Source: an optimization exercise on an open RTL-to-GDS flow (aim: small area). Production flows keep margins and buffers that such runs may drop.
In this exercise RTL edits were held to simulation tests only and were not proved equivalent to the original.
Power is estimated from default activity; no workload was simulated.

==> job 3226 <==
==> flow/design.v <==
package pio_pkg;
  parameter int PINS = 32;   
  typedef logic [PINS-1:0] word_t;
  typedef logic [15:0]     instr_t;
  typedef logic [4:0]      addr_t;
  typedef logic [5:0]      shift_count_t;   
  typedef enum logic [2:0] {
    op_jmp,
    op_wait,
    op_in,
    op_out,
    op_push_pull,
    op_mov,
    op_irq,
    op_set
  } opcode_e;
  typedef enum logic [1:0] {
    bop_none,
    bop_invert,
    bop_reverse,
    bop_reserved
  } bit_op_e;
  function automatic word_t apply_bit_op(word_t value, logic [1:0] bop);
    word_t reversed;
    for (int i = 0; i < PINS; i++) begin
      reversed[i] = value[PINS-1-i];
    end
    case (bop)
      2'd1:        apply_bit_op = ~value;
      2'd2:        apply_bit_op = reversed;
      default:     apply_bit_op = value;   
    endcase
  endfunction
endpackage
module pio_machine (
  input  logic         clk,
  input  logic         reset,
  input  logic         en,
  input  logic [15:0]  div_int,
  input  logic [15:0]  instr,
  input  logic [31:0]  din,
  input  logic         empty,
  input  logic         full,
  input  logic [31:0]  input_pins,
  input  logic [4:0]   wrap_target,
  input  logic [4:0]   wrap_top,
  input  logic [4:0]   jmp_pin,
  input  logic [4:0]   pins_out_base,
  input  logic [4:0]   pins_set_base,
  input  logic [4:0]   pins_in_base,
  input  logic [5:0]   pins_out_count,
  input  logic [2:0]   pins_set_count,
  input  logic         out_shift_dir,
  input  logic         in_shift_dir,
  input  logic [4:0]   osr_threshold,
  output logic [4:0]   pc,
  output logic         push,
  output logic         pull,
  output logic [31:0]  dout,
  output logic [31:0]  output_pins,
  output logic [31:0]  pin_directions,
  output logic         exec_stalled
);
  function automatic logic [31:0] rotl(logic [31:0] v, logic [4:0] k);
    logic [31:0] t;
    t = v;
    if (k[0]) t = {t[30:0], t[31]};
    if (k[1]) t = {t[29:0], t[31:30]};
    if (k[2]) t = {t[27:0], t[31:28]};
    if (k[3]) t = {t[23:0], t[31:24]};
    if (k[4]) t = {t[15:0], t[31:16]};
    rotl = t;
  endfunction
  function automatic logic [31:0] rev32(logic [31:0] v);
    for (int i = 0; i < 32; i++) rev32[i] = v[31-i];
  endfunction
  function automatic logic [31:0] therm(logic [4:0] n);
    for (int i = 0; i < 32; i++) therm[i] = (5'(i) < n);
  endfunction
  logic [31:0] x, y, isr, osr;
  logic [5:0]  osr_count;
  logic [4:0]  delay_cnt;
  logic [15:0] div_cnt;
  assign dout = isr;
  logic [2:0] op, op1;
  logic [4:0] op2, delay;
  assign op    = instr[15:13];
  assign delay = instr[12:8];
  assign op1   = instr[7:5];
  assign op2   = instr[4:0];
  logic is_jmp, is_wait, is_in, is_out, is_pp, is_mov, is_set;
  assign is_jmp  = (op == 3'd0);
  assign is_wait = (op == 3'd1);
  assign is_in   = (op == 3'd2);
  assign is_out  = (op == 3'd3);
  assign is_pp   = (op == 3'd4);
  assign is_mov  = (op == 3'd5);
  assign is_set  = (op == 3'd7);
  logic tick, slot, step;
  assign tick = (div_cnt == 16'd1);
  assign slot = en && tick;
  assign step = slot && (delay_cnt == 5'd0);
  logic [31:0] lm, hm, omask;
  assign lm    = therm(op2) | {32{op2 == 5'd0}};
  assign hm    = rev32(lm);
  assign omask = out_shift_dir ? lm : hm;   
  logic [2:0]  ssel;
  logic [31:0] src, srcm, r2in, r2out;
  logic [1:0]  bop;
  logic [4:0]  ka, kb, k2;
  logic        kc, kinv;
  logic        mov_src_pins, mov_rev, pin_dst;
  assign mov_src_pins = (op2[2:0] == 3'd0);
  assign mov_rev      = (op2[4:3] == 2'd2);
  assign pin_dst      = (op1 == 3'd0) || (op1 == 3'd4);
  always_comb begin
    case (op)
      3'd2:    ssel = op1;                           
      3'd3:    ssel = 3'd7;                          
      3'd4:    ssel = op1[2] ? 3'd1 : 3'd3;          
      3'd5:    ssel = op2[2:0];                      
      3'd7:    ssel = 3'd3;                          
      default: ssel = 3'd0;                          
    endcase
    case (ssel)
      3'd0:    src = input_pins;
      3'd1:    src = x;
      3'd2:    src = y;
      3'd6:    src = isr;
      3'd7:    src = osr;
      default: src = '0;
    endcase
  end
  assign srcm = (src & (is_out ? omask : '1)) | {27'b0, is_set ? op2 : 5'd0};
  assign bop  = is_mov ? op2[4:3] : 2'd0;
  assign r2in = (bop == 2'd1) ? ~srcm : (bop == 2'd2) ? rev32(srcm) : srcm;
  always_comb begin
    ka   = 5'd0;
    kb   = 5'd0;
    kc   = 1'b0;
    kinv = 1'b0;
    case (op)
      3'd0: begin   
        ka   = jmp_pin;
        kinv = 1'b1;
      end
      3'd1: begin   
        ka   = op2;
        kb   = (op1[1:0] == 2'd1) ? pins_in_base : 5'd0;
        kinv = 1'b1;
      end
      3'd2: begin   
        kb = (op1 == 3'd0) ? ~pins_in_base : 5'd0;
        kc = (op1 == 3'd0);
      end
      3'd3: begin   
        ka = pin_dst ? pins_out_base : 5'd0;
        kb = out_shift_dir ? 5'd0 : op2;
      end
      3'd5: begin   
        ka = (op1 == 3'd0) ? pins_out_base : 5'd0;
        kb = mov_src_pins ? (mov_rev ? pins_in_base : ~pins_in_base) : 5'd0;
        kc = mov_src_pins && !mov_rev;
      end
      3'd7: begin   
        ka = pin_dst ? pins_set_base : 5'd0;
      end
      default: ;
    endcase
  end
  assign k2    = (ka + kb + {4'd0, kc}) ^ {5{kinv}};
  assign r2out = rotl(r2in, k2);
  logic pin_bit;
  assign pin_bit = r2out[31];
  logic xz, yz, xne, osre_n, cond;
  assign xz     = (x == '0);
  assign yz     = (y == '0);
  assign xne    = (x != y);
  assign osre_n = (osr_count < ((osr_threshold == 5'd0) ? 6'd32 : {1'b0, osr_threshold}));
  always_comb begin
    case (op1)
      3'd0:    cond = 1'b1;
      3'd1:    cond = xz;
      3'd2:    cond = !xz;
      3'd3:    cond = yz;
      3'd4:    cond = !yz;
      3'd5:    cond = xne;
      3'd6:    cond = pin_bit;
      default: cond = osre_n;
    endcase
  end
  logic waiting, jmp;
  logic [4:0] jmp_addr;
  assign waiting = step && ((is_wait && !op1[1] && (pin_bit != op1[2])) ||
                            (is_pp && op1[0] && (op1[2] ? empty : full)));
  assign push    = step && is_pp && !op1[2] && !(op1[0] && full);
  assign pull    = step && is_pp && op1[2] && !empty;
  assign jmp     = step && ((is_jmp && cond) || ((is_out || is_mov) && (op1 == 3'd5)));
  assign jmp_addr = is_jmp ? op2 : r2out[4:0];
  logic shift_in, shift_out, osr_ld, isr_ld;
  assign shift_in  = step && is_in;
  assign shift_out = step && is_out;
  assign osr_ld    = step && ((is_pp && op1[2] && !(op1[0] && empty)) || (is_mov && op1 == 3'd7));
  assign isr_ld    = step && (((is_out || is_mov) && op1 == 3'd6) || (is_pp && !op1[2] && !(op1[0] && full)));
  logic [31:0] m1, m2, zmask, r1in, r1out;
  logic [4:0]  k1;
  logic        sdir;
  assign sdir  = is_in ? in_shift_dir : out_shift_dir;
  assign k1    = (shift_in || shift_out) ? (sdir ? (5'd0 - op2) : op2) : 5'd0;
  assign m1    = osr_ld ? '1 : (is_in && in_shift_dir) ? lm : '0;
  assign m2    = isr_ld ? '1 : (is_in && !in_shift_dir) ? lm : '0;
  assign zmask = is_out ? (out_shift_dir ? hm : lm) : '0;
  assign r1in  = is_out ? osr : ((r2out & m1) | (isr & ~m1));
  assign r1out = rotl(r1in, k1);
  logic x_ld, y_ld, x_dec, y_dec;
  assign x_ld  = step && (is_out || is_mov || is_set) && (op1 == 3'd1);
  assign y_ld  = step && (is_out || is_mov || is_set) && (op1 == 3'd2);
  assign x_dec = step && is_jmp && (op1 == 3'd2);
  assign y_dec = step && is_jmp && (op1 == 3'd4);
  always_ff @(posedge clk) begin
    if (reset) begin
      x <= '0;
      y <= '0;
    end else begin
      if (x_ld) x <= r2out;
      else if (x_dec) x <= x - 32'd1;
      if (y_ld) y <= r2out;
      else if (y_dec) y <= y - 32'd1;
    end
  end
  always_ff @(posedge clk) begin
    if (reset) begin
      isr <= '0;
    end else if (shift_in || isr_ld) begin
      isr <= (r2out & m2) | (r1out & ~m2);
    end
  end
  logic [6:0] osr_sum;
  assign osr_sum = {1'b0, osr_count} + {1'b0, (op2 == 5'd0), op2};
  always_ff @(posedge clk) begin
    if (reset) begin
      osr       <= '0;
      osr_count <= 6'd32;
    end else if (osr_ld) begin
      osr       <= pull ? din : r1out;
      osr_count <= '0;
    end else if (shift_out) begin
      osr       <= r1out & ~zmask;
      osr_count <= (osr_sum > 7'd32) ? 6'd32 : osr_sum[5:0];
    end
  end
  logic [4:0]  wbase;
  logic [5:0]  wcount, wend;
  logic [31:0] lb, le, window;
  logic        wr_pins, wr_dirs;
  assign wbase  = is_set ? pins_set_base : pins_out_base;
  assign wcount = is_set ? {3'b000, pins_set_count} : pins_out_count;
  assign wend   = {1'b0, wbase} + {1'b0, wcount[4:0]};
  assign lb     = therm(wbase);
  assign le     = therm(wend[4:0]);
  assign window = wcount[5] ? '1 : wend[5] ? (~lb | le) : (~lb & le);
  assign wr_pins = step && (is_out || is_mov || is_set) && (op1 == 3'd0);
  assign wr_dirs = step && (is_out || is_set) && (op1 == 3'd4);
  always_ff @(posedge clk) begin
    if (reset) begin
      output_pins    <= '0;
      pin_directions <= '0;
    end else begin
      for (int i = 0; i < 32; i++) begin
        if (wr_pins && window[i]) output_pins[i] <= r2out[i];
        if (wr_dirs && window[i]) pin_directions[i] <= r2out[i];
      end
    end
  end
  always_ff @(posedge clk) begin
    if (reset) begin
      pc           <= '0;
      delay_cnt    <= '0;
      exec_stalled <= 1'b0;
    end else if (slot) begin
      if (delay_cnt != 5'd0) begin
        delay_cnt <= delay_cnt - 5'd1;
      end else begin
        exec_stalled <= waiting;
        if (!waiting) begin
          delay_cnt <= delay;
          if (jmp) pc <= jmp_addr;
          else if (pc == wrap_top) pc <= wrap_target;
          else pc <= pc + 5'd1;
        end
      end
    end
  end
  always_ff @(posedge clk) begin
    if (reset) begin
      div_cnt <= div_int;
    end else if (en) begin
      if (tick) div_cnt <= div_int;
      else div_cnt <= div_cnt - 16'd1;
    end
  end
endmodule
==> flow/run.sh <==
#!/bin/bash
# synth_recipe.tcl (not shown) runs the flow's synth.tcl, then flattens the netlist and writes it again
# the make line also repeats each setting of config.mk as NAME=value (left out here)
make -C /OpenROAD-flow-scripts/flow DESIGN_CONFIG=/design/flow/config.mk WORK_HOME=/design/flow/orfs CLKGATE_MAP_FILE= SYNTH_SCRIPT=/design/flow/synth_recipe.tcl finish
==> flow/config.mk <==
export PLATFORM = sky130hd
export DESIGN_NAME = pio_machine
export DESIGN_NICKNAME = pio_machine
export VERILOG_FILES = /design/flow/design.v
export SDC_FILE = /design/flow/constraint.sdc
export NUM_CORES = 4
export LEC_CHECK = 0
export ABC_AREA = 1
export CAP_MARGIN = 20
export CORE_MARGIN = 2
export CORE_UTILIZATION = 30
export SLEW_MARGIN = 20
==> flow/constraint.sdc <==
create_clock -name core_clock -period 10.0 [get_ports {clk}]
set_input_delay 2.0000 -clock core_clock [delete_from_list [all_inputs] [get_ports {clk}]]
set_output_delay 2.0000 -clock core_clock [all_outputs]
set_load 0.01 [all_outputs]
==> job 4954: changes against job 3226 <==
--- a/flow/design.v
+++ b/flow/design.v
@@ -90,11 +90,11 @@
   assign op2   = instr[4:0];
   logic is_jmp, is_wait, is_in, is_out, is_pp, is_mov, is_set;
-  assign is_jmp  = (op == 3'd0);
-  assign is_wait = (op == 3'd1);
-  assign is_in   = (op == 3'd2);
-  assign is_out  = (op == 3'd3);
-  assign is_pp   = (op == 3'd4);
-  assign is_mov  = (op == 3'd5);
-  assign is_set  = (op == 3'd7);
+  assign is_jmp  = !reset && (op == 3'd0);
+  assign is_wait = !reset && (op == 3'd1);
+  assign is_in   = !reset && (op == 3'd2);
+  assign is_out  = !reset && (op == 3'd3);
+  assign is_pp   = !reset && (op == 3'd4);
+  assign is_mov  = !reset && (op == 3'd5);
+  assign is_set  = !reset && (op == 3'd7);
   logic tick, slot, step;
   assign tick = (div_cnt == 16'd1);
@@ -109,5 +109,6 @@
   logic [1:0]  bop;
   logic [4:0]  ka, kb, k2;
-  logic        kc, kinv;
+  logic [1:0]  kc;
+  logic        kinv;
   logic        mov_src_pins, mov_rev, pin_dst;
   assign mov_src_pins = (op2[2:0] == 3'd0);
@@ -116,15 +117,20 @@
   always_comb begin
     case (op)
-      3'd2:    ssel = op1;                           
-      3'd3:    ssel = 3'd7;                          
-      3'd4:    ssel = op1[2] ? 3'd1 : 3'd3;          
-      3'd5:    ssel = op2[2:0];                      
-      3'd7:    ssel = 3'd3;                          
-      default: ssel = 3'd0;                          
+      3'd2:    ssel = (op1[2:1] == 2'b10) ? 3'd3 : op1;             
+      3'd3:    ssel = 3'd7;                                         
+      3'd4:    ssel = !op1[2] ? 3'd3 : empty ? 3'd1 : 3'd4;         
+      3'd5:    ssel = (op2[2:1] == 2'b10) ? 3'd3 : op2[2:0];       
+      3'd7:    ssel = 3'd3;                                         
+      3'd0:    ssel = (op1 == 3'd1 || op1 == 3'd2) ? 3'd1 :    
+                      (op1 == 3'd3 || op1 == 3'd4) ? 3'd2 :    
+                      3'd0;                                    
+      default: ssel = 3'd0;                                         
     endcase
+    if (reset) ssel = 3'd3;
     case (ssel)
       3'd0:    src = input_pins;
       3'd1:    src = x;
       3'd2:    src = y;
+      3'd4:    src = din;
       3'd6:    src = isr;
       3'd7:    src = osr;
@@ -134,14 +140,37 @@
   assign srcm = (src & (is_out ? omask : '1)) | {27'b0, is_set ? op2 : 5'd0};
   assign bop  = is_mov ? op2[4:3] : 2'd0;
-  assign r2in = (bop == 2'd1) ? ~srcm : (bop == 2'd2) ? rev32(srcm) : srcm;
+  function automatic logic [32:0] zero_prefix(logic [31:0] v);
+    logic [7:0] gz, gp;
+    for (int g = 0; g < 8; g++) gz[g] = (v[4*g +: 4] == 4'd0);
+    gp[0] = 1'b1;
+    for (int g = 1; g < 8; g++) gp[g] = gp[g-1] && gz[g-1];
+    for (int g = 0; g < 8; g++) begin
+      zero_prefix[4*g]   = gp[g];
+      zero_prefix[4*g+1] = gp[g] && !v[4*g];
+      zero_prefix[4*g+2] = gp[g] && (v[4*g +: 2] == 2'd0);
+      zero_prefix[4*g+3] = gp[g] && (v[4*g +: 3] == 3'd0);
+    end
+    zero_prefix[32] = gp[7] && gz[7];
+  endfunction
+  logic [32:0] zx, zy;
+  logic [31:0] flip;
+  logic        x_zero, y_zero, decx, decy;
+  assign zx     = zero_prefix(x);
+  assign zy     = zero_prefix(y);
+  assign x_zero = zx[32];
+  assign y_zero = zy[32];
+  assign decx   = is_jmp && (op1 == 3'd2);
+  assign decy   = is_jmp && (op1 == 3'd4);
+  assign flip   = {32{bop == 2'd1}} | (zx[31:0] & {32{decx}}) | (zy[31:0] & {32{decy}});
+  assign r2in = ((bop == 2'd2) ? rev32(srcm) : srcm) ^ flip;
   always_comb begin
     ka   = 5'd0;
     kb   = 5'd0;
-    kc   = 1'b0;
+    kc   = 2'd0;
     kinv = 1'b0;
     case (op)
       3'd0: begin   
-        ka   = jmp_pin;
-        kinv = 1'b1;
+        ka   = (op1[2] && op1[1]) ? jmp_pin : 5'd0;
+        kinv = op1[2] && op1[1];
       end
       3'd1: begin   
@@ -151,6 +180,12 @@
       end
       3'd2: begin   
-        kb = (op1 == 3'd0) ? ~pins_in_base : 5'd0;
-        kc = (op1 == 3'd0);
+        if (in_shift_dir) begin
+          ka = ~op2;
+          kb = ~((op1 == 3'd0) ? pins_in_base : 5'd0);
+          kc = 2'd2;
+        end else begin
+          kb = (op1 == 3'd0) ? ~pins_in_base : 5'd0;
+          kc = {1'b0, op1 == 3'd0};
+        end
       end
       3'd3: begin   
@@ -161,5 +196,5 @@
         ka = (op1 == 3'd0) ? pins_out_base : 5'd0;
         kb = mov_src_pins ? (mov_rev ? pins_in_base : ~pins_in_base) : 5'd0;
-        kc = mov_src_pins && !mov_rev;
+        kc = {1'b0, mov_src_pins && !mov_rev};
       end
       3'd7: begin   
@@ -169,11 +204,9 @@
     endcase
   end
-  assign k2    = (ka + kb + {4'd0, kc}) ^ {5{kinv}};
+  assign k2    = (ka + kb + {3'd0, kc}) ^ {5{kinv}};
   assign r2out = rotl(r2in, k2);
   logic pin_bit;
   assign pin_bit = r2out[31];
-  logic xz, yz, xne, osre_n, cond;
-  assign xz     = (x == '0);
-  assign yz     = (y == '0);
+  logic xne, osre_n, cond;
   assign xne    = (x != y);
   assign osre_n = (osr_count < ((osr_threshold == 5'd0) ? 6'd32 : {1'b0, osr_threshold}));
@@ -181,8 +214,8 @@
     case (op1)
       3'd0:    cond = 1'b1;
-      3'd1:    cond = xz;
-      3'd2:    cond = !xz;
-      3'd3:    cond = yz;
-      3'd4:    cond = !yz;
+      3'd1:    cond = x_zero;
+      3'd2:    cond = !x_zero;
+      3'd3:    cond = y_zero;
+      3'd4:    cond = !y_zero;
       3'd5:    cond = xne;
       3'd6:    cond = pin_bit;
@@ -203,13 +236,11 @@
   assign osr_ld    = step && ((is_pp && op1[2] && !(op1[0] && empty)) || (is_mov && op1 == 3'd7));
   assign isr_ld    = step && (((is_out || is_mov) && op1 == 3'd6) || (is_pp && !op1[2] && !(op1[0] && full)));
-  logic [31:0] m1, m2, zmask, r1in, r1out;
+  logic [31:0] m2, r1in, r1out;
   logic [4:0]  k1;
   logic        sdir;
   assign sdir  = is_in ? in_shift_dir : out_shift_dir;
   assign k1    = (shift_in || shift_out) ? (sdir ? (5'd0 - op2) : op2) : 5'd0;
-  assign m1    = osr_ld ? '1 : (is_in && in_shift_dir) ? lm : '0;
-  assign m2    = isr_ld ? '1 : (is_in && !in_shift_dir) ? lm : '0;
-  assign zmask = is_out ? (out_shift_dir ? hm : lm) : '0;
-  assign r1in  = is_out ? osr : ((r2out & m1) | (isr & ~m1));
+  assign m2    = (isr_ld || reset) ? '1 : is_in ? (in_shift_dir ? hm : lm) : '0;
+  assign r1in  = is_out ? (osr & ~omask) : isr;
   assign r1out = rotl(r1in, k1);
   logic x_ld, y_ld, x_dec, y_dec;
@@ -219,32 +250,21 @@
   assign y_dec = step && is_jmp && (op1 == 3'd4);
   always_ff @(posedge clk) begin
-    if (reset) begin
-      x <= '0;
-      y <= '0;
-    end else begin
-      if (x_ld) x <= r2out;
-      else if (x_dec) x <= x - 32'd1;
-      if (y_ld) y <= r2out;
-      else if (y_dec) y <= y - 32'd1;
-    end
+    if (reset || x_ld || x_dec) x <= r2out;
+    if (reset || y_ld || y_dec) y <= r2out;
   end
   always_ff @(posedge clk) begin
-    if (reset) begin
-      isr <= '0;
-    end else if (shift_in || isr_ld) begin
-      isr <= (r2out & m2) | (r1out & ~m2);
-    end
+    if (reset || shift_in || isr_ld) isr <= (r2out & m2) | (r1out & ~m2);
   end
   logic [6:0] osr_sum;
   assign osr_sum = {1'b0, osr_count} + {1'b0, (op2 == 5'd0), op2};
   always_ff @(posedge clk) begin
+    if (reset || osr_ld || shift_out) osr <= (reset || osr_ld) ? r2out : r1out;
+  end
+  always_ff @(posedge clk) begin
     if (reset) begin
-      osr       <= '0;
       osr_count <= 6'd32;
     end else if (osr_ld) begin
-      osr       <= pull ? din : r1out;
       osr_count <= '0;
     end else if (shift_out) begin
-      osr       <= r1out & ~zmask;
       osr_count <= (osr_sum > 7'd32) ? 6'd32 : osr_sum[5:0];
     end
@@ -257,18 +277,15 @@
   assign wcount = is_set ? {3'b000, pins_set_count} : pins_out_count;
   assign wend   = {1'b0, wbase} + {1'b0, wcount[4:0]};
-  assign lb     = therm(wbase);
+  assign lb     = therm(wbase) & ~{32{wcount[5]}};
   assign le     = therm(wend[4:0]);
-  assign window = wcount[5] ? '1 : wend[5] ? (~lb | le) : (~lb & le);
+  logic wwrap;
+  assign wwrap  = wend[5] || wcount[5];
+  assign window = (~lb & le) | (~lb & {32{wwrap}}) | (le & {32{wwrap}});
   assign wr_pins = step && (is_out || is_mov || is_set) && (op1 == 3'd0);
   assign wr_dirs = step && (is_out || is_set) && (op1 == 3'd4);
   always_ff @(posedge clk) begin
-    if (reset) begin
-      output_pins    <= '0;
-      pin_directions <= '0;
-    end else begin
-      for (int i = 0; i < 32; i++) begin
-        if (wr_pins && window[i]) output_pins[i] <= r2out[i];
-        if (wr_dirs && window[i]) pin_directions[i] <= r2out[i];
-      end
+    for (int i = 0; i < 32; i++) begin
+      if (reset || (wr_pins && window[i])) output_pins[i] <= r2out[i];
+      if (reset || (wr_dirs && window[i])) pin_directions[i] <= r2out[i];
     end
   end
- CORE_UTILIZATION: 30 -> 40
- CTS_BUF_LIST: unset -> sky130_fd_sc_hd__clkbuf_4 sky130_fd_sc_hd__clkbuf_8
- PLACE_DENSITY: unset -> 0.6
==> summary.txt <==
Of job 3226 and job 4954, job 3226 has the higher wire length (gap about 30%, measured against job 4954). Die area: job 4954 is smaller than job 3226 (28%). Between job 4954 and job 3226, the lower synthesized cell count is in job 4954 (gap 17%, measured against job 3226). Sequential power: job 3226 is smaller than job 4954 (44%). Of job 4954 and job 3226, job 3226 has the higher non-clock buffer count (gap 24).

what the ideal ports hide:
How much do the figures lean on ideal ports? The routed layouts below were timed once more, with nothing changed but the port constraints.
Step 1: set_driving_cell puts a clkbuf_16 on clk and a buf_2 on each other input, an assumption about the parent block.
Step 2 also shifts input and output timing later by t, the mid clock arrival at the registers, as if the neighbouring blocks saw the same clock.
Slacks: ideal / step 1 / step 2; pairs: ideal / step 1.
run | shift t [ns] | slack for setup (ns) | latest minus earliest clock arrival (ns) | cell pins on the clock port's net
job 3226 | 0.682 | 2.103 / 2.147 / 1.465 | 0.026 / 0.026 | 1
job 4954 | 0.710 | 1.924 / 1.938 / 1.228 | 0.068 / 0.067 | 1
After both steps every run listed still meets setup and hold. The setup slack of job 4954, which loses most, moves by +0.014 ns with the drivers and by -0.696 ns with both steps.
